This is an optimization exercise on Yosys and OpenROAD, whose aim is small area, a short achievable clock period and few clock cycles per item, not a production implementation.
The RTL was checked by simulation tests, not by an equivalence proof against the original design.
Power is estimated from default activity; no workload was simulated.

==> flow/design.v <==
`timescale 1ns/1ps
`default_nettype none
package fetch_pkg;
	localparam int DATA_WIDTH      = 16;
	localparam int N_CHANNELS      = 16;
	localparam int COMMIT_ID_WIDTH = 6;
	typedef logic signed [DATA_WIDTH - 1 : 0] data_t;
	typedef logic [3 : 0] chan_addr_t;
	typedef logic [COMMIT_ID_WIDTH - 1 : 0] commit_id_t;
	typedef logic [7 : 0] tag_t;
	localparam chan_addr_t SRC_REG0    = 4'd0;
	localparam chan_addr_t SRC_REG1    = 4'd1;
	localparam chan_addr_t SRC_QUARTER = 4'd3;
	localparam chan_addr_t SRC_HALF    = 4'd4;
	localparam data_t SCALE_QUARTER = data_t'({2'b01, {(DATA_WIDTH - 2){1'b0}}});
	localparam data_t SCALE_HALF    = data_t'({1'b1, {(DATA_WIDTH - 1){1'b0}}});
	typedef struct packed {
		logic       needed;
		logic       is_reg;
		chan_addr_t src;
	} operand_sel_t;
	typedef struct packed {
		tag_t         tag;
		chan_addr_t   dest;
		logic         writes_channel;
		data_t        register_0;
		data_t        register_1;
		operand_sel_t op_a;
		operand_sel_t op_b;
		operand_sel_t op_c;
	} instr_t;
	typedef struct packed {
		instr_t     instr;
		commit_id_t commit_id;
		data_t      arg_a;
		data_t      arg_b;
		data_t      arg_c;
	} stage_word_t;
	typedef struct packed {
		tag_t       tag;
		chan_addr_t dest;
		logic       writes_channel;
		commit_id_t commit_id;
		data_t      arg_a;
		data_t      arg_b;
		data_t      arg_c;
	} fetched_t;
	typedef struct packed {
		logic       valid;
		chan_addr_t addr;
		data_t      value;
	} chan_write_t;
	typedef enum logic {
		FETCH_IDLE,
		FETCH_BUSY
	} fetch_state_t;
endpackage
`default_nettype wire
`timescale 1ns/1ps
`default_nettype none
module operand_fetch_top
(
	input  wire          clk,
	input  wire          reset,
	input  wire          in_valid,
	output logic         in_ready,
	input  wire  [7:0]   in_tag,
	input  wire  [3:0]   in_dest,
	input  wire          in_writes_channel,
	input  wire  [15:0]  in_register_0,
	input  wire  [15:0]  in_register_1,
	input  wire  [5:0]   in_op_a,
	input  wire  [5:0]   in_op_b,
	input  wire  [5:0]   in_op_c,
	output logic         out_valid,
	input  wire          out_ready,
	output logic [7:0]   out_tag,
	output logic [3:0]   out_dest,
	output logic         out_writes_channel,
	output logic [5:0]   out_commit_id,
	output logic [15:0]  out_arg_a,
	output logic [15:0]  out_arg_b,
	output logic [15:0]  out_arg_c,
	input  wire          chan_write_valid,
	input  wire  [3:0]   chan_write_addr,
	input  wire  [15:0]  chan_write_value
);
	localparam int MAX_OUT = 3;    
	logic [15:0] chan [16];    
	logic [1:0]  pos  [16];    
	logic [1:0]  outs;         
	logic [5:0]  commit;       
	logic        occ;          
	logic [15:0] val  [3];
	logic [1:0]  wait_n [3];   
	logic        cwv;
	logic [5:0]  sel [3];
	logic [15:0] in_val [3];
	logic [1:0]  in_wait [3];
	logic [2:0]  res;
	logic        take;
	logic        issue;
	logic        out_fire;
	assign cwv = chan_write_valid;
	assign sel[0] = in_op_a;
	assign sel[1] = in_op_b;
	assign sel[2] = in_op_c;
	always_comb begin
		for (int k = 0; k < 3; k++)
			res[k] = (wait_n[k] == 2'd0) | ((wait_n[k] == 2'd1) & cwv);
	end
	assign out_valid = occ & (&res);
	assign out_fire  = out_valid & out_ready;
	assign out_arg_a = (cwv & (wait_n[0] != 2'd0)) ? chan_write_value : val[0];
	assign out_arg_b = (cwv & (wait_n[1] != 2'd0)) ? chan_write_value : val[1];
	assign out_arg_c = (cwv & (wait_n[2] != 2'd0)) ? chan_write_value : val[2];
	assign in_ready = (~occ | out_fire) & ~(in_writes_channel & (outs == 2'(MAX_OUT)) & ~cwv);
	assign take     = in_valid & in_ready;
	assign issue    = take & in_writes_channel;
	always_comb begin
		for (int k = 0; k < 3; k++) begin
			logic [3:0] src;
			logic [1:0] p;
			src = sel[k][3:0];
			p   = pos[src];
			in_val[k]  = '0;
			in_wait[k] = '0;
			if (sel[k][5]) begin
				if (sel[k][4]) begin
					case (src)
						4'd0:    in_val[k] = in_register_0;
						4'd1:    in_val[k] = in_register_1;
						4'd3:    in_val[k] = 16'h4000;
						4'd4:    in_val[k] = 16'h8000;
						default: in_val[k] = '0;
					endcase
				end else begin
					in_val[k] = ((p == 2'd1) & cwv) ? chan_write_value : chan[src];
					if (p != 2'd0)
						in_wait[k] = p - 2'(cwv);
				end
			end
		end
	end
	always_ff @(posedge clk) begin
		if (reset)
			occ <= 1'b0;
		else if (take)
			occ <= 1'b1;
		else if (out_fire)
			occ <= 1'b0;
	end
	always_ff @(posedge clk) begin
		if (take) begin
			out_tag            <= in_tag;
			out_dest           <= in_dest;
			out_writes_channel <= in_writes_channel;
			out_commit_id      <= commit;
		end
	end
	always_ff @(posedge clk) begin
		for (int k = 0; k < 3; k++) begin
			if (take) begin
				val[k]    <= in_val[k];
				wait_n[k] <= in_wait[k];
			end else if (cwv && wait_n[k] != 2'd0) begin
				wait_n[k] <= wait_n[k] - 2'd1;
				if (wait_n[k] == 2'd1)
					val[k] <= chan_write_value;
			end
		end
	end
	always_ff @(posedge clk) begin
		if (reset) begin
			outs   <= '0;
			commit <= '0;
			for (int c = 0; c < 16; c++)
				pos[c] <= '0;
		end else begin
			outs   <= outs - 2'(cwv) + 2'(issue);
			commit <= commit + 6'(issue);
			for (int c = 0; c < 16; c++) begin
				if (issue && in_dest == 4'(c))
					pos[c] <= outs - 2'(cwv) + 2'd1;
				else if (cwv && pos[c] != 2'd0)
					pos[c] <= pos[c] - 2'd1;
			end
		end
	end
	logic [15:0] wr_data;
	assign wr_data = chan_write_value & {16{~reset}};
	always_ff @(posedge clk) begin
		for (int c = 0; c < 16; c++)
			if (reset || (cwv && chan_write_addr == 4'(c)))
				chan[c] <= wr_data;
	end
endmodule
`default_nettype wire
==> flow/run.sh <==
#!/bin/bash
# synth_recipe.tcl (not shown) runs the flow's synth.tcl, then flattens the netlist and writes it again
# the make line also repeats each setting of config.mk as NAME=value (left out here)
make -C /OpenROAD-flow-scripts/flow DESIGN_CONFIG=/design/flow/config.mk WORK_HOME=/design/flow/orfs CLKGATE_MAP_FILE= SYNTH_SCRIPT=/design/flow/synth_recipe.tcl finish
==> flow/constraint.sdc <==
create_clock -name core_clock -period 5.0 [get_ports {clk}]
set_input_delay 1.0000 -clock core_clock [delete_from_list [all_inputs] [get_ports {clk}]]
set_output_delay 1.0000 -clock core_clock [all_outputs]
set_load 0.01 [all_outputs]
==> flow/config.mk <==
export PLATFORM = sky130hd
export DESIGN_NAME = operand_fetch_top
export DESIGN_NICKNAME = operand_fetch_top
export VERILOG_FILES = /design/flow/design.v
export SDC_FILE = /design/flow/constraint.sdc
export NUM_CORES = 4
export LEC_CHECK = 0
export CAP_MARGIN = 20
export CORE_MARGIN = 2
export CORE_UTILIZATION = 40
export SLEW_MARGIN = 20
==> metrics.cfg, run 1 <==
[outcome]
status = timing/DRC/antenna clean

[yosys]
synth_top_cell_area_share_pct = 43.2
synth_nets = 2319
synth_area_per_cell_um2 = 10.4
synth_area_leaders = edfxtp_1, mux2_2, a22oi_1, o21ai_0, dfxtp_1
yosysSeqAreaShare_pct = 46.8
synth-edff-count = 329
ys_warn_count = 8
synth_cells = 2202
syn_area_mm2 = 0.0229
async_flop_share_pct = 0
synthFlopType = edfxtp_1
synth-seq-cells = 370
ys_types = 83
synth_top_area_cell = edfxtp_1

[timing]
fin_setup_tns_ns = 0
hold_violations = 0
final_max_slew_viol_count = 0
tightest_slew_ns = 1.29
max_freq_mhz = 244
slew_headroom_pct = 13.6
rsz0062_at_grt = false
finalSetupViolations = 0
fin_crit_sh_pct = 82.1
timing.final.ws_setup_ns = 0.897
period_needed_ns = 4.10
finClkSkew_ns = 0.0260

[clock_tree]
cts.path.max_buffers = 3
ctsResizeCount = 0
clk_pin_slew_ns = 0.06
cts_root_buf = clkbuf_16
postCtsSetupRepairBufs = 0
cts_sinks = 370
ctsHoldBuffers = 0
numCtsBuffers = 43
clk_latency_ns = 0.61
h-tree-depth = 2
cts_tree = built

[power_and_ir_drop]
p_per_area_mw_per_mm2 = 366
p_leak_nw = 9.41
vdd.ir_drop.worst_v = 0.000275

[place]
pre_cts_slack_ns = 0.536
port_buffers = 156
dp.cells = 3106
gp_congestion = 1.08
dp_hpwl_um = 91900

[detailed_routing]
routed_via_density = 7.14
vias = 22800
ant_nets = 0
drc_errors = 0
wl_per_cell_um = 40.4
dr.first_iter.drc_count = 3770
first_pass_iters = 9
wirelength_um = 129000

[floorplanning]
die_y_um = 243
placement_rows = 87
fp.dieArea_mm2 = 0.0591
pin_count = 157
core-area_mm2 = 0.0565
die_w_um = 243
initial_core_util_pct = 40.5

[grt]
grt.total_usage_pct = 42.7
grt_pass1_vias = 21800
grt_max_degree = 51
overflow = 0
antenna_found_initial = 8
grt_pass1_wl_um = 177000

[layout]
syn_to_final_growth_pct = 20.0
drive_gt1_share_pct = 18.0
layout_common_cells = edfxtp_1, buf_4, o21ai_0
nets = 2513
fin_cells = 3189
final_common_cell = edfxtp_1

[run]
max_cap_violations = 0

[setup_path]
arrival_ns = 3.10
worstPathRequired_ns = 4.00
endpoint_kind = primary output
cp-start-kind = primary input
path_class = primary input to primary output
path_max_fanout = 18

[hold_path]
hp-class = flop to flop

==> final timing paths <==
kind | startpoint | endpoint | slack [ns] | cells after the start
worst max register to register | wait_n[1][0] | val[1][1] | 1.50 | 8
worst min register to register | commit[5] | out_commit_id[5] | 0.45 | 0
worst max-delay path | chan_write_valid | out_arg_a[10] | 0.90 | 4
worst min-delay path | commit[5] | out_commit_id[5] | 0.45 | 0
==> worst max-delay path: stages <==
cell	delay [ns]
clkdlybuf4s50_1	0.52
nand2b_1	0.66
mux2_2	0.42
clkdlybuf4s50_1	0.50
==> area by class of cell <==
cell class              instances  area, µm²
diodes                          5       12.5
clock buffers                  54       1160
clock inverters                23        273
fillers                      5172      29000
inverters                      75        282
multi-input cells            1564      11100
flip-flops and latches        370      10700
well taps                     756        946
repair buffers                342       2930
==> where the power goes <==
group / total, mW / internal, mW / switching (mW)
clock network: 3.31 / 1.91 / 1.40
logic: 2.61 / 1.02 / 1.59
registers: 4.12 / 3.79 / 0.330
total: 10.0 / 6.72 / 3.32
==> metrics by stage <==
step	power, mW	hold slack, ns	util, %	instance area (µm²)
final	10.0	0.453	48.6	27500
after global placement	6.66	0.433	46.0	26000
after global routing	10.3	0.465	48.6	27400
after detailed placement	6.66	0.441	46.0	26000
after floorplan	5.38	0.415	-	22900
after CTS	9.95	0.451	48.6	27400
==> routing by layer <==
| layer | track usage [%] | share of wire [%] |
|---|---|---|
| met3 | 13.3 | 13 |
| met4 | 27.7 | 7.7 |
| met2 | 62.2 | 42 |
| met5 | 0 | 0.098 |
| met1 | 54.6 | 38 |
==> state kept, by name, summed over array words and instances (netlist names) <==
| register | flops |
|---|---|
| out_tag | 8 |
| out_dest | 4 |
| outs | 2 |
| chan | 256 |
| occ | 1 |
| out_writes_channel | 1 |
| val | 48 |
| pos | 32 |
| wait_n | 6 |
| commit | 6 |
| out_commit_id | 6 |
==> Yosys cell counts (all sizes together), types with 5 or more instances <==
library cell / count
nand2b: 20
edfxtp: 329
o31ai: 8
o221a: 32
and3: 15
o22a: 7
o2111ai: 16
a221oi: 36
a32o: 22
and2: 18
xnor2: 20
o32a: 9
a2bb2oi: 5
dfxtp: 41
clkbuf: 118
a222oi: 13
o221ai: 7
and3b: 7
o211ai: 10
nand2: 123
mux2: 101
nor3: 34
mux2i: 64
a22o: 35
a22oi: 127
o21ai: 178
a32oi: 33
nor2b: 79
o2bb2ai: 9
nor2: 146
nand3: 44
nor4: 5
mux4: 11
a31oi: 21
ha: 29
nand4: 10
o32ai: 8
nand3b: 6
o22ai: 58
nor3b: 7
a211oi: 26
inv: 74
a21oi: 108
a311oi: 15
buf: 75
==> kinds of logic (layout without fill, tap and decap cells) <==
family,after synthesis,after routing,share of synthesized area [%]
AO/OA/AOI/OAI,806,806,25.0
XOR/XNOR,23,23,0.881
adder cells (fa/ha/maj),29,29,1.59
buffers and inverters,268,494,5.13
flip-flops,370,370,46.8
multiplexers,176,176,8.87
other,0,5,0
AND/OR/NAND/NOR,530,530,11.8
Testbench counts, summed over its fixed seeds: cycles 20,173, items 16,000.
==> run 2, diff against run 1 <==
--- a/flow/design.v
+++ b/flow/design.v
@@ -88,5 +88,5 @@
 	localparam int MAX_OUT = 3;    
 	logic [15:0] chan [16];    
-	logic [1:0]  pos  [16];    
+	logic [3:0]  wq   [3];     
 	logic [1:0]  outs;         
 	logic [5:0]  commit;       
@@ -118,4 +118,23 @@
 	assign take     = in_valid & in_ready;
 	assign issue    = take & in_writes_channel;
+	logic [15:0] rd_t [3];
+	always_comb begin
+		for (int k = 0; k < 3; k++) begin
+			logic [15:0] m [4];
+			for (int j = 0; j < 4; j++)
+				case (sel[k][1:0])
+					2'd0: m[j] = chan[4*j];
+					2'd1: m[j] = chan[4*j+1];
+					2'd2: m[j] = chan[4*j+2];
+					default: m[j] = chan[4*j+3];
+				endcase
+			case (sel[k][3:2])
+				2'd0: rd_t[k] = m[0];
+				2'd1: rd_t[k] = m[1];
+				2'd2: rd_t[k] = m[2];
+				default: rd_t[k] = m[3];
+			endcase
+		end
+	end
 	always_comb begin
 		for (int k = 0; k < 3; k++) begin
@@ -123,5 +142,8 @@
 			logic [1:0] p;
 			src = sel[k][3:0];
-			p   = pos[src];
+			p   = 2'd0;
+			for (int i = 0; i < 3; i++)
+				if (2'(i) < outs && wq[i] == src)
+					p = 2'(i + 1);
 			in_val[k]  = '0;
 			in_wait[k] = '0;
@@ -136,5 +158,5 @@
 					endcase
 				end else begin
-					in_val[k] = ((p == 2'd1) & cwv) ? chan_write_value : chan[src];
+					in_val[k] = ((p == 2'd1) & cwv) ? chan_write_value : rd_t[k];
 					if (p != 2'd0)
 						in_wait[k] = p - 2'(cwv);
@@ -175,15 +197,15 @@
 			outs   <= '0;
 			commit <= '0;
-			for (int c = 0; c < 16; c++)
-				pos[c] <= '0;
 		end else begin
 			outs   <= outs - 2'(cwv) + 2'(issue);
 			commit <= commit + 6'(issue);
-			for (int c = 0; c < 16; c++) begin
-				if (issue && in_dest == 4'(c))
-					pos[c] <= outs - 2'(cwv) + 2'd1;
-				else if (cwv && pos[c] != 2'd0)
-					pos[c] <= pos[c] - 2'd1;
-			end
+		end
+	end
+	always_ff @(posedge clk) begin
+		for (int i = 0; i < 3; i++) begin
+			if (issue && 2'(i) == outs - 2'(cwv))
+				wq[i] <= in_dest;
+			else if (cwv && i < 2)
+				wq[i] <= wq[i + 1];
 		end
 	end
--- a/flow/config.mk
+++ b/flow/config.mk
@@ -9,3 +9,4 @@
 export CORE_MARGIN = 2
 export CORE_UTILIZATION = 40
+export SETUP_SLACK_MARGIN = 2.3
 export SLEW_MARGIN = 20
==> run 2 against run 1 <==
Effect of this change:
- non-clock buffer count fell by 90
- first-iteration DRC count down 60%
- clock power shrank 16%
- via count decreased by 41%
- power fell by 14%
- global-route usage shrank 19 points
- sequential share of layout area rose by 3.1 points
- clock-buffer cell count decreased by 6
- sequential power is 8.7% lower
- combinational power fell by 19%
- critical endpoint is now in_ready
==> metrics.cfg, run 2 <==
[layout]
drive_gt1_share_pct = 40.1  ; was 18.0%
layout_common_cells = edfxtp_1, mux4_2, clkdlybuf4s50_1  ; was edfxtp_1, buf_4, o21ai_0
syn_to_final_growth_pct = 24.2  ; was 20.0%
nets = 1582  ; was 2513
insertedDiodeCount = 0  ; was 5
final_common_cell = edfxtp_1  ; unchanged
finalInstanceArea_mm2 = 0.0248  ; was 0.0275 mm²
fin_cells = 2174  ; was 3189
largest_reg_flops = 256  ; unchanged
final_core_util_pct = 50.4  ; was 48.6%
reg.largest.list = chan x256, val x48, wq x12  ; was chan x256, val x48, pos x32
regMostFlops = chan  ; unchanged

[floorplanning]
core-area_mm2 = 0.0492  ; was 0.0565 mm²
initial_core_util_pct = 40.6  ; was 40.5%
fp.dieArea_mm2 = 0.0517  ; was 0.0591 mm²
placement_rows = 81  ; was 87
die_y_um = 227  ; was 243 µm
die_w_um = 227  ; was 243 µm
pin_count = 157  ; unchanged

[detailed_routing]
routed_via_density = 6.21  ; was 7.14
vias = 13500  ; was 22800
drc_errors = 0  ; unchanged
ant_nets = 0  ; unchanged
wl_per_cell_um = 28.8  ; was 40.4 µm
first_pass_iters = 5  ; was 9
dr.first_iter.drc_count = 1525  ; was 3770
wirelength_um = 62600  ; was 129000 µm

[yosys]
syn_area_mm2 = 0.0200  ; was 0.0229 mm²
ys_warn_count = 12  ; was 8
synth_top_cell_area_share_pct = 51.3  ; was 43.2%
synth_area_per_cell_um2 = 15.4  ; was 10.4 µm²
ys_top_cells_by_count = edfxtp_1, mux4_2, o21ai_0, nand2_1, nor2_1  ; was edfxtp_1, o21ai_0, nor2_1, a22oi_1, nand2_1
synth_nets = 1398  ; was 2319
synth_cells = 1297  ; was 2202
synthFlopType = edfxtp_1  ; unchanged
yosysSeqAreaShare_pct = 52.2  ; was 46.8%
async_flop_share_pct = 0  ; unchanged
synth-edff-count = 341  ; was 329
synth_area_leaders = edfxtp_1, mux4_2, o21ai_0, nand2_1, xnor2_1  ; was edfxtp_1, mux2_2, a22oi_1, o21ai_0, dfxtp_1
synth-seq-cells = 350  ; was 370
ys_types = 67  ; was 83
synth_top_area_cell = edfxtp_1  ; unchanged
synthMostInstantiatedCell = edfxtp_1  ; unchanged

[setup_path]
path_cells = inv_2 > ha_4 > buf_6 > a31oi_4 > o31ai_4 > and2_1 > buf_2  ; was clkdlybuf4s50_1 > nand2b_1 > mux2_2 > clkdlybuf4s50_1
worstPathRequired_ns = 4.00  ; about the same
endpoint_kind = primary output  ; unchanged
path_max_fanout = 3  ; was 18
slowest_delay_ns = 0.41  ; was 0.66 ns
path_buf_inv = 3  ; was 2
crit_slowest_cell = edfxtp_1  ; was nand2b_1
crit_family = flip-flops  ; was buffers and inverters
cp-start-kind = flop  ; was primary input
arrival_ns = 1.98  ; was 3.10 ns
path_class = flop to primary output  ; was primary input to primary output

[timing]
rsz0062_at_grt = true  ; was false
fin_crit_sh_pct = 59.6  ; was 82.1%
max_freq_mhz = 336  ; was 244 MHz
slew_headroom_pct = 30.4  ; was 13.6%
final_max_slew_viol_count = 0  ; unchanged
fin_setup_tns_ns = 0  ; unchanged
hold_violations = 0  ; unchanged
finalSetupViolations = 0  ; unchanged
period_needed_ns = 2.98  ; was 4.10 ns
tightest_slew_ns = 1.04  ; was 1.29 ns
timing.final.ws_setup_ns = 2.02  ; was 0.897 ns
finClkSkew_ns = 0.0234  ; was 0.0260 ns
holdWs_ns = 0.439  ; was 0.453 ns

[clock_tree]
clk_pin_slew_ns = 0.06  ; about the same
clk_latency_ns = 0.57  ; was 0.61 ns
cts_tree = built  ; unchanged
numCtsBuffers = 38  ; was 43
ctsHoldBuffers = 0  ; unchanged
h-tree-depth = 2  ; unchanged
cts.path.max_buffers = 3  ; unchanged
cts_sinks = 350  ; was 370
cts_root_buf = clkbuf_16  ; unchanged

[place]
dp_hpwl_um = 39400  ; was 91900 µm
placed_cell_area_mm2 = 0.0223  ; was 0.0260 mm²
dp.cells = 2055  ; was 3106
pre_cts_slack_ns = 0.774  ; was 0.536 ns
port_buffers = 156  ; unchanged
gp_congestion = 0.852  ; was 1.08

[run]
max_cap_violations = 0  ; unchanged

[grt]
overflow = 0  ; unchanged
antenna_found_initial = 2  ; was 8
grt_pass1_wl_um = 89900  ; was 177000 µm
grt_pass1_vias = 13600  ; was 21800
grt.total_usage_pct = 24.1  ; was 42.7%
grt_max_degree = 43  ; was 51

[power_and_ir_drop]
vdd.ir_drop.worst_v = 0.000205  ; was 0.000275 V
p_leak_nw = 8.49  ; was 9.41 nW
p_per_area_mw_per_mm2 = 349  ; was 366 mW/mm²
power_mw = 8.66  ; was 10.0 mW

[outcome]
status = timing/DRC/antenna clean  ; unchanged

[hold_path]
hp-class = flop to flop  ; unchanged

[run 2: cell types whose count changed after synthesis, sizes merged, moves of 41 or more]
cell	change
nor2b	-70
mux2i	-41
a22oi	-99
mux4	+209
o21ai	-76
nand2	-53
a21oi	-75
nor2	-88
clkbuf	-72
o22ai	-54
mux2	-90
inv	-41
[run 2: path summary, 6_finish.rpt]
check               start                to  slack (ns)  cells past startpoint
max          wait_n[1][0]          in_ready        2.02                      7
min             commit[0]  out_commit_id[0]        0.44                      0
max reg2reg  wait_n[1][0]         val[2][5]        2.39                     11
min reg2reg     commit[0]  out_commit_id[0]        0.44                      0
[run 2: final cells by class]
type                       instances  area [µm²]
multi-input combinational        805        9580
clock inverter                    21         194
inverter                          34         160
clock buffer                      48        1010
timing repair buffer             252        2600
sequential                       350       10400
fill                            4096       24400
tap                              664         831
[run 2: cell families (layout without fill, tap and decap cells)]
kind of cell	count (synthesis)	after routing	synth area share, %
compound gates	270	270	9.37
xor+xnor	42	42	1.84
fa+ha+maj	13	13	0.815
buf+inv	142	355	3.55
flops	350	350	52.2
mux	254	254	26.6
simple gates	226	226	5.66
[run 2: metal layers]
layer,share of wire (%),GRT usage (%),wire (µm),vias up
li1,-,-,-,5765
met1,39,30.8,24300,6938
met2,50,40.7,31100,673
met3,8.5,4.97,5290,126
met4,3.1,8.69,1950,2
met5,0.019,0,12,-
[run 2: timing repair]
action,in CTS,in global routing
pin swaps,48,19
endpoints found under the setup margin,390,136
gates cloned,8,3
setup buffers,33,6
resized for setup,383,109
hold endpoints to repair,0,0
[run 2: report_power, final]
| part | internal, mW | leakage (nW) | total [mW] | switching [mW] |
|---|---|---|---|---|
| logic | 1.03 | 4.53 | 2.11 | 1.07 |
| registers | 3.58 | 3.38 | 3.76 | 0.186 |
| clock network | 1.59 | 0.584 | 2.78 | 1.19 |
| total | 6.21 | 8.49 | 8.66 | 2.45 |
Testbench counts of run 2, summed over its fixed seeds: cycles 20,173, items 16,000.
==> run 3, diff against run 2 <==
==> flow/flow/run.sh (new file) <==
#!/bin/bash
# Standard layout with small port buffers and a lighter clock tree.
set -e
cat >> config.mk <<'EOM'
export BUFFER_PORTS_ARGS = -buffer_cell sky130_fd_sc_hd__buf_1
export CTS_ARGS = -sink_clustering_enable -repair_clock_nets -sink_clustering_size 24 -sink_clustering_max_diameter 60 -buf_list sky130_fd_sc_hd__clkbuf_16 -dont_use_dummy_load
EOM
bash standard.sh > standard.log 2>&1
==> flow/standard.sh (new file) <==
#!/bin/bash
# synth_recipe.tcl (not shown) runs the flow's synth.tcl, then flattens the netlist and writes it again
# the make line also repeats each setting of config.mk as NAME=value (left out here)
make -C /OpenROAD-flow-scripts/flow DESIGN_CONFIG=/design/flow/config.mk WORK_HOME=/design/flow/orfs CLKGATE_MAP_FILE= SYNTH_SCRIPT=/design/flow/synth_recipe.tcl "${@:-finish}"
--- a/flow/config.mk
+++ b/flow/config.mk
@@ -8,5 +8,7 @@
 export CAP_MARGIN = 20
 export CORE_MARGIN = 2
-export CORE_UTILIZATION = 40
+export CORE_UTILIZATION = 45
 export SETUP_SLACK_MARGIN = 2.3
 export SLEW_MARGIN = 20
+export BUFFER_PORTS_ARGS = -buffer_cell sky130_fd_sc_hd__buf_1
+export CTS_ARGS = -sink_clustering_enable -repair_clock_nets -sink_clustering_size 24 -sink_clustering_max_diameter 60 -buf_list sky130_fd_sc_hd__clkbuf_16 -dont_use_dummy_load
removed: flow/run.sh
==> run 3 against run 2 <==
Effect of this change:
- still clean on timing, DRC and antenna
- critical path depth decreased by 1
- final cell count decreased by 5.4%
- global-route usage increased by 2.4 points
- first-iteration DRC count increased by 16%
- area after synthesis unchanged
- wire length decreased by 1.8%
- register-to-register slack about the same
- via count increased by 0.46%
- fmax increased by 1.2%
- die area decreased by 11%
- clock power decreased by 29%
- critical endpoint unchanged
- highest routed layer is now met4
==> metrics.cfg, run 3 <==
[outcome]
status = timing/DRC/antenna clean  ; unchanged

[hold_path]
hp-class = flop to flop  ; unchanged
worstHoldStart = commit[0]  ; unchanged

[grt]
overflow = 0  ; unchanged
grt_max_degree = 50  ; was 43
grt_pass1_vias = 13500  ; was 13600
grt.total_usage_pct = 26.5  ; was 24.1%
grt_pass1_wl_um = 90100  ; was 89900 µm
antenna_found_initial = 2  ; unchanged

[clock_tree]
numCtsBuffers = 29  ; was 38
clk_latency_ns = 0.59  ; was 0.57 ns
ctsHoldBuffers = 0  ; unchanged
cts_root_buf = clkbuf_16  ; unchanged
clk_pin_slew_ns = 0.07  ; was 0.06 ns
h-tree-depth = 1  ; was 2
cts.path.max_buffers = 3  ; unchanged
cts_tree = built  ; unchanged
cts_sinks = 350  ; unchanged

[layout]
regMostFlops = chan  ; unchanged
final_core_util_pct = 53.5  ; was 50.4%
final_common_cell = edfxtp_1  ; unchanged
largest_reg_flops = 256  ; unchanged
nets = 1567  ; was 1582
fill_cells = 3511  ; was 4096
layout_common_cells = edfxtp_1, mux4_2, buf_1  ; was edfxtp_1, mux4_2, clkdlybuf4s50_1
reg.largest.list = chan x256, val x48, wq x12  ; unchanged
drive_gt1_share_pct = 38.1  ; was 40.1%
fin_cells = 2056  ; was 2174
insertedDiodeCount = 0  ; unchanged
syn_to_final_growth_pct = 18.0  ; was 24.2%

[timing]
final_max_slew_viol_count = 0  ; unchanged
rsz0062_at_grt = true  ; unchanged
hold_violations = 0  ; unchanged
period_needed_ns = 2.94  ; was 2.98 ns
fin_crit_sh_pct = 58.9  ; was 59.6%
finClkSkew_ns = 0.0793  ; was 0.0234 ns
finalSetupViolations = 0  ; unchanged
slew_headroom_pct = 29.0  ; was 30.4%
fin_setup_tns_ns = 0  ; unchanged
max_freq_mhz = 340  ; was 336 MHz
tightest_slew_ns = 1.06  ; was 1.04 ns

[detailed_routing]
wirelength_um = 61500  ; was 62600 µm
wl_per_cell_um = 29.9  ; was 28.8 µm
ant_nets = 0  ; unchanged
vias = 13600  ; was 13500
routed_via_density = 6.60  ; was 6.21
dr.first_iter.drc_count = 1770  ; was 1525
first_pass_iters = 6  ; was 5
drc_errors = 0  ; unchanged

[floorplanning]
core-area_mm2 = 0.0440  ; was 0.0492 mm²
fp.dieArea_mm2 = 0.0461  ; was 0.0517 mm²
die_y_um = 215  ; was 227 µm
pin_count = 157  ; unchanged
die_w_um = 215  ; was 227 µm
placement_rows = 77  ; was 81
initial_core_util_pct = 45.4  ; was 40.6%

[yosys]
synth_top_cell_area_share_pct = 51.3  ; unchanged
yosysSeqAreaShare_pct = 52.2  ; unchanged
synth-edff-count = 341  ; unchanged
syn_area_mm2 = 0.0200  ; unchanged
synth-seq-cells = 350  ; unchanged
ys_top_cells_by_count = edfxtp_1, mux4_2, o21ai_0, nand2_1, nor2_1  ; unchanged
ys_warn_count = 12  ; unchanged
async_flop_share_pct = 0  ; unchanged
ys_types = 67  ; unchanged
synth_top_area_cell = edfxtp_1  ; unchanged
synthFlopType = edfxtp_1  ; unchanged
synth_area_per_cell_um2 = 15.4  ; unchanged
synth_cells = 1297  ; unchanged
synth_area_leaders = edfxtp_1, mux4_2, o21ai_0, nand2_1, xnor2_1  ; unchanged
synthMostInstantiatedCell = edfxtp_1  ; unchanged
synth_nets = 1398  ; unchanged

[setup_path]
worstPathRequired_ns = 4.00  ; about the same
cp-start-kind = flop  ; unchanged
crit_slowest_cell = edfxtp_1  ; unchanged
endpoint_kind = primary output  ; unchanged
crit_family = compound AO/OA/AOI/OAI gates  ; was flip-flops
slowest_delay_ns = 0.43  ; was 0.41 ns
path_class = flop to primary output  ; unchanged
timing.critical_path.from = wait_n[1][0]  ; unchanged
path_buf_inv = 2  ; was 3
path_cells = inv_2 > ha_4 > a31oi_2 > o31ai_4 > and2_1 > buf_2  ; was inv_2 > ha_4 > buf_6 > a31oi_4 > o31ai_4 > and2_1 > buf_2
r2r-start = wait_n[1][0]  ; unchanged
arrival_ns = 1.94  ; was 1.98 ns
path_max_fanout = 4  ; was 3

[power_and_ir_drop]
p_leak_nw = 7.94  ; was 8.49 nW
vdd.ir_drop.worst_v = 0.000283  ; was 0.000205 V
p_per_area_mw_per_mm2 = 329  ; was 349 mW/mm²

[place]
dp.cells = 1977  ; was 2055
port_buffers = 156  ; unchanged
gp_congestion = 0.860  ; was 0.852
dp_hpwl_um = 38300  ; was 39400 µm

[run]
max_cap_violations = 0  ; unchanged

run 3: path summary, 6_finish.rpt:
check | depth (start not counted) | end | slack, ns
max reg2reg | 11 | val[2][0] | 2.38
max | 6 | in_ready | 2.06
min | 0 | out_commit_id[0] | 0.45
min reg2reg | 0 | out_commit_id[0] | 0.45
run 3: metrics by stage:
stage / setup slack (ns) / power [mW] / area [µm²] / hold WS (ns)
3_3_place_gp: 1.11 / 5.35 / 21300 / 0.420
2_1_floorplan: 1.97 / 4.86 / 20300 / 0.415
5_1_grt: 1.98 / 8.02 / 23600 / 0.462
3_5_place_dp: 1.04 / 5.37 / 21300 / 0.445
4_1_cts: 2.03 / 7.61 / 23000 / 0.456
6_report: 2.06 / 7.75 / 23600 / 0.450
run 3: logic make-up after synthesis:
logic type	count (synthesis)	share of synthesized area, %
muxes	254	26.6
and+or+nand+nor	226	5.66
DFF	350	52.2
AOI/OAI and AO/OA	270	9.37
buffers and inverters	142	3.55
adders and majority gates	13	0.815
xor gates and xnor gates	42	1.84
run 3: routing by layer:
metal  up-vias  track usage [%]  routed length (µm)
li1       5700                -                   -
met1      6961             34.9               23600
met2       784             44.5               30200
met3       121             5.21                5640
met4         0             8.54                2030
met5         -                0                   0
run 3: area by class of cell:
type                            count  area, µm²  share of cell area, %
Inverter                           34        135                  0.574
Clock buffer                       29        726                   3.08
Sequential cell                   350      10400                   44.2
Tap cell                          592        741                   3.14
Timing Repair Buffer              243       1980                   8.40
Multi-Input combinational cell    808       9550                   40.6
run 3: what timing repair did:
action	in CTS	in global routing
setup endpoints to repair	132	96
resized for setup	176	95
pin swaps	27	21
setup buffers	28	9
gates cloned	9	4
run 3: where the power goes:
| part | switching (mW) | internal [mW] | total, mW |
|---|---|---|---|
| sequential | 0.186 | 3.58 | 3.76 |
| combinational | 1.05 | 0.969 | 2.02 |
| clock | 0.955 | 1.01 | 1.97 |
==> run 4, diff against run 3 <==
--- a/flow/design.v
+++ b/flow/design.v
@@ -86,20 +86,23 @@
 	input  wire  [15:0]  chan_write_value
 );
-	localparam int MAX_OUT = 3;    
 	logic [15:0] chan [16];    
 	logic [3:0]  wq   [3];     
-	logic [1:0]  outs;         
+	logic [2:0]  outs;         
 	logic [5:0]  commit;       
 	logic        occ;          
 	logic [15:0] val  [3];
-	logic [1:0]  wait_n [3];   
+	logic [2:0]  wait_t [3];   
 	logic        cwv;
 	logic [5:0]  sel [3];
+	logic [15:0] rd_t [3];
 	logic [15:0] in_val [3];
-	logic [1:0]  in_wait [3];
+	logic [2:0]  in_wait [3];
+	logic [2:0]  in_fwd;
 	logic [2:0]  res;
+	logic        free;
 	logic        take;
 	logic        issue;
 	logic        out_fire;
+	logic [2:0]  outs_dn;      
 	assign cwv = chan_write_valid;
 	assign sel[0] = in_op_a;
@@ -108,15 +111,15 @@
 	always_comb begin
 		for (int k = 0; k < 3; k++)
-			res[k] = (wait_n[k] == 2'd0) | ((wait_n[k] == 2'd1) & cwv);
+			res[k] = ~wait_t[k][0] | (~wait_t[k][1] & cwv);
 	end
 	assign out_valid = occ & (&res);
 	assign out_fire  = out_valid & out_ready;
-	assign out_arg_a = (cwv & (wait_n[0] != 2'd0)) ? chan_write_value : val[0];
-	assign out_arg_b = (cwv & (wait_n[1] != 2'd0)) ? chan_write_value : val[1];
-	assign out_arg_c = (cwv & (wait_n[2] != 2'd0)) ? chan_write_value : val[2];
-	assign in_ready = (~occ | out_fire) & ~(in_writes_channel & (outs == 2'(MAX_OUT)) & ~cwv);
+	assign out_arg_a = wait_t[0][0] ? chan_write_value : val[0];
+	assign out_arg_b = wait_t[1][0] ? chan_write_value : val[1];
+	assign out_arg_c = wait_t[2][0] ? chan_write_value : val[2];
+	assign free     = ~occ | out_fire;
+	assign in_ready = free & ~(in_writes_channel & outs[2] & ~cwv);
 	assign take     = in_valid & in_ready;
 	assign issue    = take & in_writes_channel;
-	logic [15:0] rd_t [3];
 	always_comb begin
 		for (int k = 0; k < 3; k++) begin
@@ -140,12 +143,13 @@
 		for (int k = 0; k < 3; k++) begin
 			logic [3:0] src;
-			logic [1:0] p;
+			logic [2:0] p;     
 			src = sel[k][3:0];
-			p   = 2'd0;
+			p   = 3'b000;
 			for (int i = 0; i < 3; i++)
-				if (2'(i) < outs && wq[i] == src)
-					p = 2'(i + 1);
+				if (outs[i] && wq[i] == src)
+					p = 3'((2 << i) - 1);
 			in_val[k]  = '0;
 			in_wait[k] = '0;
+			in_fwd[k]  = 1'b0;
 			if (sel[k][5]) begin
 				if (sel[k][4]) begin
@@ -158,7 +162,7 @@
 					endcase
 				end else begin
-					in_val[k] = ((p == 2'd1) & cwv) ? chan_write_value : rd_t[k];
-					if (p != 2'd0)
-						in_wait[k] = p - 2'(cwv);
+					in_val[k]  = rd_t[k];
+					in_fwd[k]  = cwv & p[0] & ~p[1];
+					in_wait[k] = cwv ? (p >> 1) : p;
 				end
 			end
@@ -174,5 +178,5 @@
 	end
 	always_ff @(posedge clk) begin
-		if (take) begin
+		if (free) begin
 			out_tag            <= in_tag;
 			out_dest           <= in_dest;
@@ -183,14 +187,15 @@
 	always_ff @(posedge clk) begin
 		for (int k = 0; k < 3; k++) begin
-			if (take) begin
-				val[k]    <= in_val[k];
-				wait_n[k] <= in_wait[k];
-			end else if (cwv && wait_n[k] != 2'd0) begin
-				wait_n[k] <= wait_n[k] - 2'd1;
-				if (wait_n[k] == 2'd1)
-					val[k] <= chan_write_value;
-			end
-		end
-	end
+			if (free)
+				wait_t[k] <= in_wait[k];
+			else if (cwv)
+				wait_t[k] <= wait_t[k] >> 1;
+			if (free ? in_fwd[k] : (cwv & wait_t[k][0] & ~wait_t[k][1]))
+				val[k] <= chan_write_value;
+			else if (free)
+				val[k] <= in_val[k];
+		end
+	end
+	assign outs_dn = cwv ? (outs >> 1) : outs;
 	always_ff @(posedge clk) begin
 		if (reset) begin
@@ -198,5 +203,5 @@
 			commit <= '0;
 		end else begin
-			outs   <= outs - 2'(cwv) + 2'(issue);
+			outs   <= issue ? {outs_dn[1:0], 1'b1} : outs_dn;
 			commit <= commit + 6'(issue);
 		end
@@ -204,5 +209,5 @@
 	always_ff @(posedge clk) begin
 		for (int i = 0; i < 3; i++) begin
-			if (issue && 2'(i) == outs - 2'(cwv))
+			if (issue && (i == 0 ? ~outs_dn[0] : (outs_dn[i - 1] & ~outs_dn[i])))
 				wq[i] <= in_dest;
 			else if (cwv && i < 2)
==> flow/run.sh (new file) <==
#!/bin/bash
# synth_recipe.tcl (not shown) runs the flow's synth.tcl, then flattens the netlist and writes it again
# the make line also repeats each setting of config.mk as NAME=value (left out here)
make -C /OpenROAD-flow-scripts/flow DESIGN_CONFIG=/design/flow/config.mk WORK_HOME=/design/flow/orfs CLKGATE_MAP_FILE= SYNTH_SCRIPT=/design/flow/synth_recipe.tcl finish
==> flow/config.mk (replaced) <==
export PLATFORM = sky130hd
export DESIGN_NAME = operand_fetch_top
export DESIGN_NICKNAME = operand_fetch_top
export VERILOG_FILES = /design/flow/design.v
export SDC_FILE = /design/flow/constraint.sdc
export NUM_CORES = 4
export LEC_CHECK = 0
export CAP_MARGIN = 20
export CORE_MARGIN = 2
export CORE_UTILIZATION = 60
export SETUP_SLACK_MARGIN = 2.5
export SLEW_MARGIN = 20
removed: flow/flow/run.sh
removed: flow/standard.sh
==> run 4 against run 3 <==
Effect of this change:
- power up 5.1%
- cell area increased by 6.4%
- critical path depth rose by 6
- sequential share of layout area down 2.2 points
- still clean on timing, DRC and antenna
- wire length up 8.2%
- via count grew 7.3%
- clock power increased by 46%
- sequential power shrank 1%
- clock skew is 0.052 ns lower
- synthesized cell count shrank 1.4%
- register-to-register slack got worse by 0.32 ns
==> metrics.cfg, run 4 <==
[outcome]
status = timing/DRC/antenna clean  ; unchanged

[floorplanning]
core-area_mm2 = 0.0325  ; was 0.0440 mm²
die_y_um = 185  ; was 215 µm
die_w_um = 185  ; was 215 µm
fp.dieArea_mm2 = 0.0344  ; was 0.0461 mm²
pin_count = 157  ; unchanged
placement_rows = 66  ; was 77
initial_core_util_pct = 60.8  ; was 45.4%

[power_and_ir_drop]
internal_power_mw = 6.07  ; was 5.56 mW
pwr-share-clk_pct = 35.3  ; was 25.4%
pwr-share-comb_pct = 19.1  ; was 26.1%
vdd.ir_drop.worst_v = 0.000340  ; was 0.000283 V
pwr-share-seq_pct = 45.6  ; was 48.5%
p_sw_mw = 2.07  ; was 2.19 mW
p_per_area_mw_per_mm2 = 325  ; was 329 mW/mm²
swShare_pct = 25.5  ; was 28.3%
p_leak_nw = 8.90  ; was 7.94 nW

[place]
placed_cell_area_mm2 = 0.0221  ; was 0.0213 mm²
port_buffers = 156  ; unchanged
dp_hpwl_um = 41000  ; was 38300 µm
gp_congestion = 0.929  ; was 0.860

[setup_path]
worstPathRequired_ns = 5.28  ; was 4.00 ns
endpoint_kind = flop  ; was primary output
cp-start-kind = primary input  ; was flop
path_max_fanout = 8  ; was 4
path_class = primary input to flop  ; was flop to primary output
r2r-start = wait_t[0][0]  ; was wait_n[1][0]
reg2reg_depth = 12  ; was 11
timing.reg2reg.setup_slack_ns = 2.06  ; was 2.38 ns
arrival_ns = 3.25  ; was 1.94 ns
timing.rr.end = val[0][4]  ; was val[2][0]

[yosys]
synth-compound-area-share_pct = 9.41  ; was 9.37%
synth_cells = 1279  ; was 1297
yosys.area_share.simple_pct = 4.38  ; was 5.66%
ys_top_cells_by_count = edfxtp_1, mux4_2, mux2i_1, mux2_1, clkbuf_1  ; was edfxtp_1, mux4_2, o21ai_0, nand2_1, nor2_1
synthFlopType = edfxtp_1  ; unchanged
syn_area_mm2 = 0.0197  ; was 0.0200 mm²
synth_top_cell_area_share_pct = 52.4  ; was 51.3%
synth_top_area_cell = edfxtp_1  ; unchanged
synth_xor_area_share_pct = 1.64  ; was 1.84%
synth-seq-cells = 354  ; was 350
yosysSeqAreaShare_pct = 53.4  ; was 52.2%
synthMostInstantiatedCell = edfxtp_1  ; unchanged
synth_top_family_by_area = multiplexers  ; unchanged
ys_types = 58  ; was 67
async_flop_share_pct = 0  ; unchanged
synthAdderAreaFrac_pct = 0.127  ; was 0.815%
ys_warn_count = 12  ; unchanged
synth_nets = 1369  ; was 1398
synth-edff-count = 344  ; was 341
synth_area_leaders = edfxtp_1, mux4_2, mux2i_1, mux2_1, mux2_2  ; was edfxtp_1, mux4_2, o21ai_0, nand2_1, xnor2_1
synth_area_per_cell_um2 = 15.4  ; about the same
synth_mux_area_share_pct = 28.4  ; was 26.6%

[timing]
hold_violations = 0  ; unchanged
period_needed_ns = 2.97  ; was 2.94 ns
max_freq_mhz = 337  ; was 340 MHz
finClkSkew_ns = 0.0268  ; was 0.0793 ns
rsz0062_at_grt = true  ; unchanged
tightest_slew_ns = 1.21  ; was 1.06 ns
final_max_slew_viol_count = 0  ; unchanged
fin_crit_sh_pct = 59.4  ; was 58.9%
finalSetupViolations = 0  ; unchanged
slew_headroom_pct = 19.4  ; was 29.0%
fin_setup_tns_ns = 0  ; unchanged

[detailed_routing]
wl_per_cell_um = 33.7  ; was 29.9 µm
drc_errors = 0  ; unchanged
dr.first_iter.drc_count = 2263  ; was 1770
ant_nets = 0  ; unchanged
first_pass_iters = 6  ; unchanged
wirelength_um = 66500  ; was 61500 µm
routed_via_density = 7.38  ; was 6.60
vias = 14600  ; was 13600

[hold_path]
worstHoldStart = commit[5]  ; was commit[0]
worstHoldEndpoint = out_commit_id[5]  ; was out_commit_id[0]
min_path_cells = 0  ; unchanged
hp-class = flop to flop  ; unchanged

[clock_tree]
cts_root_buf = clkbuf_16  ; unchanged
cts_sinks = 354  ; was 350
h-tree-depth = 2  ; was 1
cts_tree = built  ; unchanged
numCtsBuffers = 38  ; was 29
ctsHoldBuffers = 0  ; unchanged
clk_pin_slew_ns = 0.06  ; was 0.07 ns
cts.path.max_buffers = 3  ; unchanged
clk_latency_ns = 0.54  ; was 0.59 ns

[layout]
reg.largest.list = chan x256, val x48, wq x12  ; unchanged
syn_to_final_growth_pct = 27.0  ; was 18.0%
finalInstanceArea_mm2 = 0.0251  ; was 0.0236 mm²
final_common_cell = edfxtp_1  ; unchanged
drive_gt1_share_pct = 40.2  ; was 38.1%
regMostFlops = chan  ; unchanged
layout_common_cells = edfxtp_1, mux4_2, mux2i_1  ; was edfxtp_1, mux4_2, buf_1
largest_reg_flops = 256  ; unchanged
nets = 1587  ; was 1567

[grt]
antenna_found_initial = 4  ; was 2
grt_pass1_vias = 14200  ; was 13500
grt_pass1_wl_um = 94600  ; was 90100 µm
grt_max_degree = 47  ; was 50
overflow = 0  ; unchanged
grt.total_usage_pct = 39.1  ; was 26.5%

[run]
max_cap_violations = 0  ; unchanged

run 4: changes by cell type after synthesis, sizes merged, moves of 28 or more:
| cell | change |
|---|---|
| mux2i | +61 |
| o21ai | -76 |
| mux2 | +94 |
| nor2 | -34 |
| nand2 | -28 |
| mux4 | -61 |
run 4: kinds of logic (layout without fill, tap and decap cells):
logic type,count (synthesis),in the layout
other cells,0,5
simple gates,163,163
compound gates,251,252
mux,348,348
flops,354,354
xor+xnor,37,37
fa+ha+maj,2,2
buf+inv,124,369
run 4: what timing repair did:
action	4_1_cts	5_1_grt
setup buffers	57	11
endpoints found under the setup margin	647	336
gates resized for setup	416	110
pin swaps	17	11
gates cloned	6	1
run 4: power groups by stage:
stage | registers (mW) | clock network [mW] | logic [mW]
3_5_place_dp | 3.77 | 0 | 1.34
6_report | 3.71 | 2.88 | 1.56
4_1_cts | 3.70 | 2.89 | 1.47
3_3_place_gp | 3.76 | 0 | 1.33
2_1_floorplan | 3.71 | 0 | 0.835
5_1_grt | 3.74 | 3.01 | 1.61
run 4: critical path: stages:
cell and delay [ns]:
buf_8 0.09, and2b_1 0.17, a2bb2oi_2 0.16, buf_4 0.14, a31oi_4 0.10, buf_6 0.14, buf_6 0.11, buf_6 0.10
or4_4 0.45, o32ai_4 0.27, buf_12 0.21, mux2_4 0.31
run 4: stage by stage:
stage          hold WS (ns)  util, %  total power, mW  setup WS [ns]  cells
6_report              0.497     77.2             8.14           2.03   1972
3_3_place_gp          0.424     68.2             5.09          0.769   1824
2_1_floorplan         0.419        -             4.55           2.08   1279
4_1_cts               0.460     76.0             8.06           2.07   1955
3_5_place_dp          0.446     68.2             5.11          0.801   1824
5_1_grt               0.507     77.2             8.36           1.99   1968
run 4: worst max path at each step:
stage | startpoint | endpoint | slack [ns] | depth (start not counted)
floorplan | chan_write_valid | val[0][10] | 2.08 | 7
CTS | chan_write_valid | in_ready | 2.07 | 7
global placement | chan_write_valid | val[2][4] | 0.77 | 7
detailed placement | chan_write_valid | val[0][8] | 0.80 | 8
global route | wait_t[0][0] | val[0][4] | 1.99 | 12
finish | chan_write_valid | val[0][4] | 2.03 | 12
run 4: per-layer routing:
| layer | routed length [µm] | GRT usage, % |
|---|---|---|
| met1 | 23400 | 52.4 |
| met4 | 3410 | 17.6 |
| met5 | 13 | 0 |
| met3 | 9070 | 11.3 |
| met2 | 30600 | 59.9 |
run 4: cell type report:
| class | instances | area, µm² |
|---|---|---|
| Antenna cell | 5 | 12.5 |
| Clock buffer | 48 | 1050 |
| Clock inverter | 20 | 220 |
| Fill cell | 1871 | 7390 |
| Inverter | 14 | 56.3 |
| Multi-Input combinational cell | 802 | 9510 |
| Sequential cell | 354 | 10500 |
| Tap cell | 442 | 553 |
| Timing Repair Buffer | 287 | 3130 |
Testbench counts of run 4, summed over its fixed seeds: cycles 20,173, items 16,000.
==> run 5, diff against run 4 <==
--- a/flow/design.v
+++ b/flow/design.v
@@ -99,5 +99,4 @@
 	logic [2:0]  in_wait [3];
 	logic [2:0]  in_fwd;
-	logic [2:0]  res;
 	logic        free;
 	logic        take;
@@ -109,15 +108,21 @@
 	assign sel[1] = in_op_b;
 	assign sel[2] = in_op_c;
-	always_comb begin
-		for (int k = 0; k < 3; k++)
-			res[k] = ~wait_t[k][0] | (~wait_t[k][1] & cwv);
-	end
-	assign out_valid = occ & (&res);
+	logic ready_now;
+	logic ready_wb;
+	logic ready_now_d;
+	logic ready_wb_d;
+	logic free_now;
+	logic free_wb;
+	logic in_ready_now;
+	assign out_valid = cwv ? ready_wb : ready_now;
 	assign out_fire  = out_valid & out_ready;
 	assign out_arg_a = wait_t[0][0] ? chan_write_value : val[0];
 	assign out_arg_b = wait_t[1][0] ? chan_write_value : val[1];
 	assign out_arg_c = wait_t[2][0] ? chan_write_value : val[2];
-	assign free     = ~occ | out_fire;
-	assign in_ready = free & ~(in_writes_channel & outs[2] & ~cwv);
+	assign free_now     = ~occ | (out_ready & ready_now);
+	assign free_wb      = ~occ | (out_ready & ready_wb);
+	assign in_ready_now = free_now & ~(in_writes_channel & outs[2]);
+	assign free         = cwv ? free_wb : free_now;
+	assign in_ready     = cwv ? free_wb : in_ready_now;
 	assign take     = in_valid & in_ready;
 	assign issue    = take & in_writes_channel;
@@ -177,4 +182,29 @@
 			occ <= 1'b0;
 	end
+	always_comb begin
+		logic [2:0] w0;
+		logic [2:0] w1;
+		for (int k = 0; k < 3; k++) begin
+			w0[k] = free ? in_wait[k][0] : (cwv ? wait_t[k][1] : wait_t[k][0]);
+			w1[k] = free ? in_wait[k][1] : (cwv ? wait_t[k][2] : wait_t[k][1]);
+		end
+		ready_now_d = ~(|w0);
+		ready_wb_d  = ~(|w1);
+	end
+	always_ff @(posedge clk) begin
+		if (reset) begin
+			ready_now <= 1'b0;
+			ready_wb  <= 1'b0;
+		end else if (take) begin
+			ready_now <= ready_now_d;
+			ready_wb  <= ready_wb_d;
+		end else if (out_fire) begin
+			ready_now <= 1'b0;
+			ready_wb  <= 1'b0;
+		end else begin
+			ready_now <= ready_now_d & occ;
+			ready_wb  <= ready_wb_d & occ;
+		end
+	end
 	always_ff @(posedge clk) begin
 		if (free) begin
--- a/flow/config.mk
+++ b/flow/config.mk
@@ -8,5 +8,5 @@
 export CAP_MARGIN = 20
 export CORE_MARGIN = 2
-export CORE_UTILIZATION = 60
+export CORE_UTILIZATION = 45
 export SETUP_SLACK_MARGIN = 2.5
 export SLEW_MARGIN = 20
==> run 5 against run 4 <==
Effect of this change:
- sequential cell count is 2 higher
- clock-buffer cell count is 6 higher
- critical endpoint is now in_ready
- wire length decreased by 1.4%
- cell area rose by 1.2%
- clock skew is 0.0052 ns lower
- combinational power grew 6%
- clock power hardly changed
- largest cell class unchanged
==> metrics.cfg, run 5 <==
[clock_tree]
clk_pin_slew_ns = 0.06  ; about the same
cts_root_buf = clkbuf_16  ; unchanged
cts_tree = built  ; unchanged
cts.path.max_buffers = 3  ; unchanged
h-tree-depth = 2  ; unchanged
cts_sinks = 356  ; was 354
numCtsBuffers = 40  ; was 38
clk_latency_ns = 0.58  ; was 0.54 ns

[layout]
final_core_util_pct = 57.1  ; was 77.2%
drive_gt1_share_pct = 37.7  ; was 40.2%
finalInstanceArea_mm2 = 0.0254  ; was 0.0251 mm²
fin_cells = 2219  ; was 1972
insertedDiodeCount = 0  ; was 5
regMostFlops = chan  ; unchanged
reg.largest.list = chan x256, val x48, wq x12  ; unchanged
multi_input_area_mm2 = 0.00961  ; was 0.00951 mm²
nets = 1687  ; was 1587
fill_cells = 3484  ; was 1871
largest_reg_flops = 256  ; unchanged
layout_common_cells = edfxtp_1, mux4_2, nor2_1  ; was edfxtp_1, mux4_2, mux2i_1
seqCellArea_mm2 = 0.0106  ; was 0.0105 mm²
final_common_cell = edfxtp_1  ; unchanged
syn_to_final_growth_pct = 24.7  ; was 27.0%

[yosys]
synth_area_leaders = edfxtp_1, mux4_2, mux2_2, mux2i_1, a21oi_1  ; was edfxtp_1, mux4_2, mux2i_1, mux2_1, mux2_2
ys_warn_count = 12  ; unchanged
syn_area_mm2 = 0.0203  ; was 0.0197 mm²
synth_cells = 1411  ; was 1279
ys_types = 69  ; was 58
synth-seq-cells = 356  ; was 354
synth_area_per_cell_um2 = 14.4  ; was 15.4 µm²
synthMostInstantiatedCell = edfxtp_1  ; unchanged
yosysSeqAreaShare_pct = 52.0  ; was 53.4%
async_flop_share_pct = 0  ; unchanged
ys_top_cells_by_count = edfxtp_1, mux4_2, a21oi_1, nor2_1, mux2i_1  ; was edfxtp_1, mux4_2, mux2i_1, mux2_1, clkbuf_1
synth_top_area_cell = edfxtp_1  ; unchanged
synthFlopType = edfxtp_1  ; unchanged
synth_nets = 1501  ; was 1369
synth-edff-count = 344  ; unchanged
synth_top_cell_area_share_pct = 50.8  ; was 52.4%

[setup_path]
path_class = primary input to primary output  ; was primary input to flop
endpoint_kind = primary output  ; was flop
timing.rr.end = val[1][8]  ; was val[0][4]
reg2reg_depth = 7  ; was 12
timing.critical_path.from = chan_write_valid  ; unchanged
cp-start-kind = primary input  ; unchanged
worstPathRequired_ns = 4.00  ; was 5.28 ns
arrival_ns = 1.76  ; was 3.25 ns
r2r-start = wq[0][1]  ; was wait_t[0][0]
path_max_fanout = 2  ; was 8
timing.reg2reg.setup_slack_ns = 2.71  ; was 2.06 ns

[timing]
fin_setup_tns_ns = 0  ; unchanged
finClkSkew_ns = 0.0216  ; was 0.0268 ns
tightest_slew_ns = 0.794  ; was 1.21 ns
max_freq_mhz = 362  ; was 337 MHz
fin_crit_sh_pct = 55.3  ; was 59.4%
finalSetupViolations = 0  ; unchanged
rsz0062_at_grt = true  ; unchanged
final_max_slew_viol_count = 0  ; unchanged
hold_violations = 0  ; unchanged
period_needed_ns = 2.76  ; was 2.97 ns
slew_headroom_pct = 46.8  ; was 19.4%

[power_and_ir_drop]
p_leak_nw = 9.14  ; was 8.90 nW
vdd.ir_drop.worst_v = 0.000213  ; was 0.000340 V
p_per_area_mw_per_mm2 = 324  ; was 325 mW/mm²

[floorplanning]
fp.dieArea_mm2 = 0.0469  ; was 0.0344 mm²
placement_rows = 77  ; was 66
core-area_mm2 = 0.0444  ; was 0.0325 mm²
pin_count = 157  ; unchanged
die_w_um = 217  ; was 185 µm
die_y_um = 217  ; was 185 µm
initial_core_util_pct = 45.8  ; was 60.8%

[place]
dp.cells = 2087  ; was 1824
gp_congestion = 0.971  ; was 0.929
port_buffers = 156  ; unchanged
placed_cell_area_mm2 = 0.0226  ; was 0.0221 mm²
dp_hpwl_um = 42700  ; was 41000 µm

[hold_path]
worstHoldStart = commit[0]  ; was commit[5]
worstHoldEndpoint = out_commit_id[0]  ; was out_commit_id[5]
min_path_cells = 0  ; unchanged
hp-class = flop to flop  ; unchanged

[detailed_routing]
top_layer = met5  ; unchanged
ant_nets = 0  ; unchanged
routed_via_density = 6.44  ; was 7.38
wirelength_um = 65500  ; was 66500 µm
met3_length_um = 7050  ; was 9070 µm
wl_per_cell_um = 29.5  ; was 33.7 µm
vias = 14300  ; was 14600
drc_errors = 0  ; unchanged
dr.first_iter.drc_count = 1791  ; was 2263
first_pass_iters = 9  ; was 6
dr_wl_met2_um = 30500  ; was 30600 µm
met1_length_um = 26100  ; was 23400 µm

[grt]
grt_pass1_vias = 14200  ; about the same
grt.total_usage_pct = 27.4  ; was 39.1%
antenna_found_initial = 1  ; was 4
overflow = 0  ; unchanged
grt_max_degree = 52  ; was 47
grt_pass1_wl_um = 94800  ; was 94600 µm

[run]
max_cap_violations = 0  ; unchanged

[outcome]
status = timing/DRC/antenna clean  ; unchanged

-- run 5: cell types whose count changed after synthesis, sizes merged, moves of 10 or more --
| cell | change |
|---|---|
| o221ai | -27 |
| nor2 | +70 |
| nand2 | -14 |
| a222oi | +43 |
| inv | +13 |
| a221oi | -30 |
| o21ai | +21 |
| a211oi | -42 |
| buf | +16 |
| a21oi | +76 |
| mux4 | -10 |
-- run 5: report_power, final --
group / total [mW] / internal (mW) / switching [mW]
logic: 1.65 / 0.817 / 0.830
registers: 3.73 / 3.58 / 0.145
clock network: 2.85 / 1.62 / 1.22
total: 8.22 / 6.02 / 2.20
-- run 5: kinds of logic (layout without fill, tap and decap cells) --
kind of cell / after synthesis / in the layout / synth area share, %
xor gates and xnor gates: 37 / 37 / 1.59
DFF: 356 / 356 / 52.0
AOI/OAI and AO/OA: 301 / 301 / 10.0
muxes: 342 / 342 / 27.0
and+or+nand+nor: 221 / 222 / 5.51
adders and majority gates: 2 / 2 / 0.123
buffers and inverters: 152 / 367 / 3.79
-- run 5: final cells by class --
class / count / area share [%]
flip-flops and latches: 356 / 41.7
multi-input cells: 904 / 37.9
repair buffers: 268 / 12.2
clock buffers: 54 / 4.24
well taps: 592 / 2.92
clock inverters: 18 / 0.661
inverters: 27 / 0.483
-- run 5: worst max-delay path, cell delays in order --
cell	delay [ns]
buf_8	0.10
mux2_4	0.30
a21boi_4	0.17
a31oi_4	0.05
buf_6	0.14
-- run 5: routing by layer --
layer  vias up  global-route usage [%]
met4         2                    8.06
met3       114                    5.19
met2       821                    42.7
li1       6143                       -
met1      7204                    39.2
met5         -                       0
-- run 5: worst max-delay path by stage --
stage | end | slack, ns | cells past startpoint
6_report | in_ready | 2.24 | 5
2_1_floorplan | val[1][10] | 2.27 | 8
5_1_grt | in_ready | 2.21 | 5
4_1_cts | out_arg_c[11] | 2.21 | 3
3_5_place_dp | val[2][15] | 0.98 | 7
3_3_place_gp | val[2][15] | 0.98 | 7
-- run 5: what timing repair did --
item / 4_1_cts / 5_1_grt
gates cloned: 9 / 8
setup endpoints to repair: 325 / 147
pin swaps: 9 / 11
setup buffers: 20 / 23
resized for setup: 403 / 110
hold buffers: 0 / 0
-- run 5: stage by stage --
stage	hold slack [ns]	power, mW	worst slack, ns
after CTS	0.451	8.16	2.21
after floorplan	0.419	4.66	2.27
after detailed placement	0.436	5.24	0.978
final	0.444	8.22	2.24
after global routing	0.466	8.48	2.21
after global placement	0.426	5.21	0.978
Testbench counts of run 5, summed over its fixed seeds: cycles 20,173, items 16,000.
==> run 6, diff against run 5 <==
==> flow/flow/run.sh (new file) <==
#!/bin/bash
# Standard layout with small port buffers and a lighter clock tree.
set -e
cat >> config.mk <<'EOM'
export BUFFER_PORTS_ARGS = -buffer_cell sky130_fd_sc_hd__buf_1
export CTS_ARGS = -sink_clustering_enable -repair_clock_nets -sink_clustering_size 24 -sink_clustering_max_diameter 60 -buf_list sky130_fd_sc_hd__clkbuf_16 -dont_use_dummy_load
EOM
bash standard.sh > standard.log 2>&1
==> flow/standard.sh (new file) <==
#!/bin/bash
# synth_recipe.tcl (not shown) runs the flow's synth.tcl, then flattens the netlist and writes it again
# the make line also repeats each setting of config.mk as NAME=value (left out here)
make -C /OpenROAD-flow-scripts/flow DESIGN_CONFIG=/design/flow/config.mk WORK_HOME=/design/flow/orfs CLKGATE_MAP_FILE= SYNTH_SCRIPT=/design/flow/synth_recipe.tcl "${@:-finish}"
--- a/flow/config.mk
+++ b/flow/config.mk
@@ -11,2 +11,4 @@
 export SETUP_SLACK_MARGIN = 2.5
 export SLEW_MARGIN = 20
+export BUFFER_PORTS_ARGS = -buffer_cell sky130_fd_sc_hd__buf_1
+export CTS_ARGS = -sink_clustering_enable -repair_clock_nets -sink_clustering_size 24 -sink_clustering_max_diameter 60 -buf_list sky130_fd_sc_hd__clkbuf_16 -dont_use_dummy_load
removed: flow/run.sh
==> run 6 against run 5 <==
Effect of this change:
- wire length rose by 0.94%
- first-iteration DRC count rose by 8.4%
- worst setup slack got worse by 0.0084 ns
- die area did not move
- final cell count fell by 2.7%
- sequential share of layout area rose by 3.4 points
- largest cell class unchanged
- synthesized cell count did not move
- clock skew rose by 0.025 ns
- combinational power fell by 12%
==> metrics.cfg, run 6 <==
[setup_path]
arrival_ns = 1.77  ; was 1.76 ns
r2r-start = outs[2]  ; was wq[0][1]
timing.rr.end = val[0][0]  ; was val[1][8]
endpoint_kind = primary output  ; unchanged
path_class = primary input to primary output  ; unchanged
timing.reg2reg.setup_slack_ns = 2.70  ; was 2.71 ns
crit_slowest_cell = mux2_4  ; unchanged
path_max_fanout = 3  ; was 2
slowest_delay_ns = 0.31  ; was 0.30 ns
cp-start-kind = primary input  ; unchanged
worstPathRequired_ns = 4.00  ; about the same
reg2reg_depth = 5  ; was 7
timing.critical_path.from = chan_write_valid  ; unchanged
path_cells = buf_8 > mux2_4 > a21boi_4 > a31oi_4 > buf_6  ; unchanged

[yosys]
ys_types = 69  ; unchanged
synthMostInstantiatedCell = edfxtp_1  ; unchanged
async_flop_share_pct = 0  ; unchanged
yosysSeqAreaShare_pct = 52.0  ; unchanged
synth-edff-count = 344  ; unchanged
syn_area_mm2 = 0.0203  ; unchanged
synth_area_leaders = edfxtp_1, mux4_2, mux2_2, mux2i_1, a21oi_1  ; unchanged
synth_nets = 1501  ; unchanged
synthFlopType = edfxtp_1  ; unchanged
synth_top_area_cell = edfxtp_1  ; unchanged
ys_warn_count = 12  ; unchanged
synth_cells = 1411  ; unchanged
synth_top_cell_area_share_pct = 50.8  ; unchanged
ys_top_cells_by_count = edfxtp_1, mux4_2, a21oi_1, nor2_1, mux2i_1  ; unchanged
synth_area_per_cell_um2 = 14.4  ; unchanged
synth-seq-cells = 356  ; unchanged

[place]
pre_cts_slack_ns = 1.33  ; was 0.978 ns
dp.cells = 2098  ; was 2087
dp_hpwl_um = 44700  ; was 42700 µm
gp_congestion = 0.929  ; was 0.971
port_buffers = 156  ; unchanged

[layout]
final_core_util_pct = 52.9  ; was 57.1%
regMostFlops = chan  ; unchanged
nets = 1659  ; was 1687
syn_to_final_growth_pct = 15.4  ; was 24.7%
largest_reg_flops = 256  ; unchanged
fin_cells = 2160  ; was 2219
reg.largest.list = chan x256, val x48, wq x12  ; unchanged
final_common_cell = edfxtp_1  ; unchanged
drive_gt1_share_pct = 32.0  ; was 37.7%
layout_common_cells = edfxtp_1, mux4_2, buf_1  ; was edfxtp_1, mux4_2, nor2_1

[timing]
rsz0062_at_grt = true  ; unchanged
finClkSkew_ns = 0.0467  ; was 0.0216 ns
finalSetupViolations = 0  ; unchanged
max_freq_mhz = 361  ; was 362 MHz
final_max_slew_viol_count = 0  ; unchanged
holdWs_ns = 0.449  ; was 0.444 ns
slew_headroom_pct = 27.4  ; was 46.8%
fin_crit_sh_pct = 55.4  ; was 55.3%
timing.final.ws_setup_ns = 2.23  ; was 2.24 ns
period_needed_ns = 2.77  ; was 2.76 ns
tightest_slew_ns = 1.09  ; was 0.794 ns
hold_violations = 0  ; unchanged
fin_setup_tns_ns = 0  ; unchanged

[floorplanning]
fp.dieArea_mm2 = 0.0469  ; unchanged
pin_count = 157  ; unchanged
die_y_um = 217  ; unchanged
initial_core_util_pct = 45.8  ; unchanged
core-area_mm2 = 0.0444  ; unchanged
die_w_um = 217  ; unchanged
placement_rows = 77  ; unchanged

[clock_tree]
clk_latency_ns = 0.61  ; was 0.58 ns
h-tree-depth = 1  ; was 2
cts_sinks = 356  ; unchanged
cts_root_buf = clkbuf_16  ; unchanged
clk_pin_slew_ns = 0.08  ; was 0.06 ns
cts_tree = built  ; unchanged
ctsHoldBuffers = 0  ; unchanged
numCtsBuffers = 31  ; was 40
cts.path.max_buffers = 3  ; unchanged

[outcome]
status = timing/DRC/antenna clean  ; unchanged

[grt]
antenna_found_initial = 0  ; was 1
grt.total_usage_pct = 27.9  ; was 27.4%
grt_pass1_wl_um = 96300  ; was 94800 µm
overflow = 0  ; unchanged
grt_max_degree = 40  ; was 52
grt_pass1_vias = 14300  ; was 14200

[hold_path]
worstHoldStart = commit[0]  ; unchanged
min_path_cells = 0  ; unchanged
worstHoldEndpoint = out_commit_id[0]  ; unchanged
hp-class = flop to flop  ; unchanged

[power_and_ir_drop]
vdd.ir_drop.worst_v = 0.000257  ; was 0.000213 V
p_per_area_mw_per_mm2 = 311  ; was 324 mW/mm²
p_leak_nw = 8.21  ; was 9.14 nW

[detailed_routing]
wirelength_um = 66200  ; was 65500 µm
routed_via_density = 6.66  ; was 6.44
dr.first_iter.drc_count = 1942  ; was 1791
ant_nets = 0  ; unchanged
vias = 14400  ; was 14300
drc_errors = 0  ; unchanged
wl_per_cell_um = 30.6  ; was 29.5 µm
first_pass_iters = 7  ; was 9

[run]
max_cap_violations = 0  ; unchanged

run 6: changes by cell type in the layout (fill, tap and decap cells not counted), sizes merged:
cell           change
clkdlybuf4s50     -69
clkbuf            -30
inv                -3
bufbuf             -2
or4b               -1
clkdlybuf4s15      -1
dlygate4sd2        -6
buf               +68
dlymetal6s2s       -1
bufinv             -2
clkinv            -13
diode              +1
run 6: area by class of cell:
cell class | count | area [µm²]
Fill cell | 3665 | 20900
Tap cell | 592 | 741
Timing Repair Buffer | 250 | 1830
Inverter | 27 | 115
Multi-Input combinational cell | 903 | 9450
Sequential cell | 356 | 10600
Antenna cell | 1 | 2.50
Clock buffer | 31 | 776
run 6: critical path: cells and delay by family:
| kind | cells | cell delay, ns |
|---|---|---|
| AOI/OAI and AO/OA | 2 | 0.22 |
| muxes | 1 | 0.31 |
| buffers and inverters | 2 | 0.24 |
run 6: power by group:
group,switching [mW],internal (mW)
logic,0.805,0.652
registers,0.162,3.58
clock network,1.02,1.08
run 6: how the worst max path moves through the flow:
stage                             to  slack (ns)
after global placement    val[2][12]        1.32
final                       in_ready        2.23
after CTS                   in_ready        2.21
after floorplan           val[1][10]        2.27
after global routing        in_ready        2.21
after detailed placement  val[2][12]        1.33
run 6: per-layer routing:
layer | global-route usage (%) | share of wire, %
met1 | 38.2 | 39
met2 | 44.0 | 46
met3 | 7.38 | 12
met4 | 7.67 | 2.8
met5 | 0 | 0
run 6: logic make-up (layout without fill, tap and decap cells):
kind of cell / Yosys count / in the layout / share of synthesized area (%)
AOI/OAI and AO/OA: 301 / 301 / 10.0
xor gates and xnor gates: 37 / 37 / 1.59
adders and majority gates: 2 / 2 / 0.123
buffers and inverters: 152 / 308 / 3.79
DFF: 356 / 356 / 52.0
muxes: 342 / 342 / 27.0
other: 0 / 1 / 0
and+or+nand+nor: 221 / 221 / 5.51
run 6: repair_timing:
| action | 4_1_cts | 5_1_grt |
|---|---|---|
| buffers inserted | 11 | 14 |
| gates resized for setup | 95 | 31 |
| pin swaps | 2 | 5 |
| hold endpoints to repair | 0 | 0 |
| endpoints found under the setup margin | 123 | 154 |
| gates cloned | 4 | 1 |
run 6: per-stage QoR:
step | power, mW | cell area [µm²]
2_1_floorplan | 4.66 | 20800
3_3_place_gp | 5.11 | 21800
3_5_place_dp | 5.13 | 21800
4_1_cts | 7.26 | 23200
5_1_grt | 7.52 | 23500
6_report | 7.30 | 23500

Setup slack of run 6, layout unchanged: 2.228 ns with ideal ports, 2.176 ns with driving cells assumed (clock clkbuf_16, inputs buf_2), 1.718 ns with port delays also shifted by the 0.647 ns mid clock arrival.
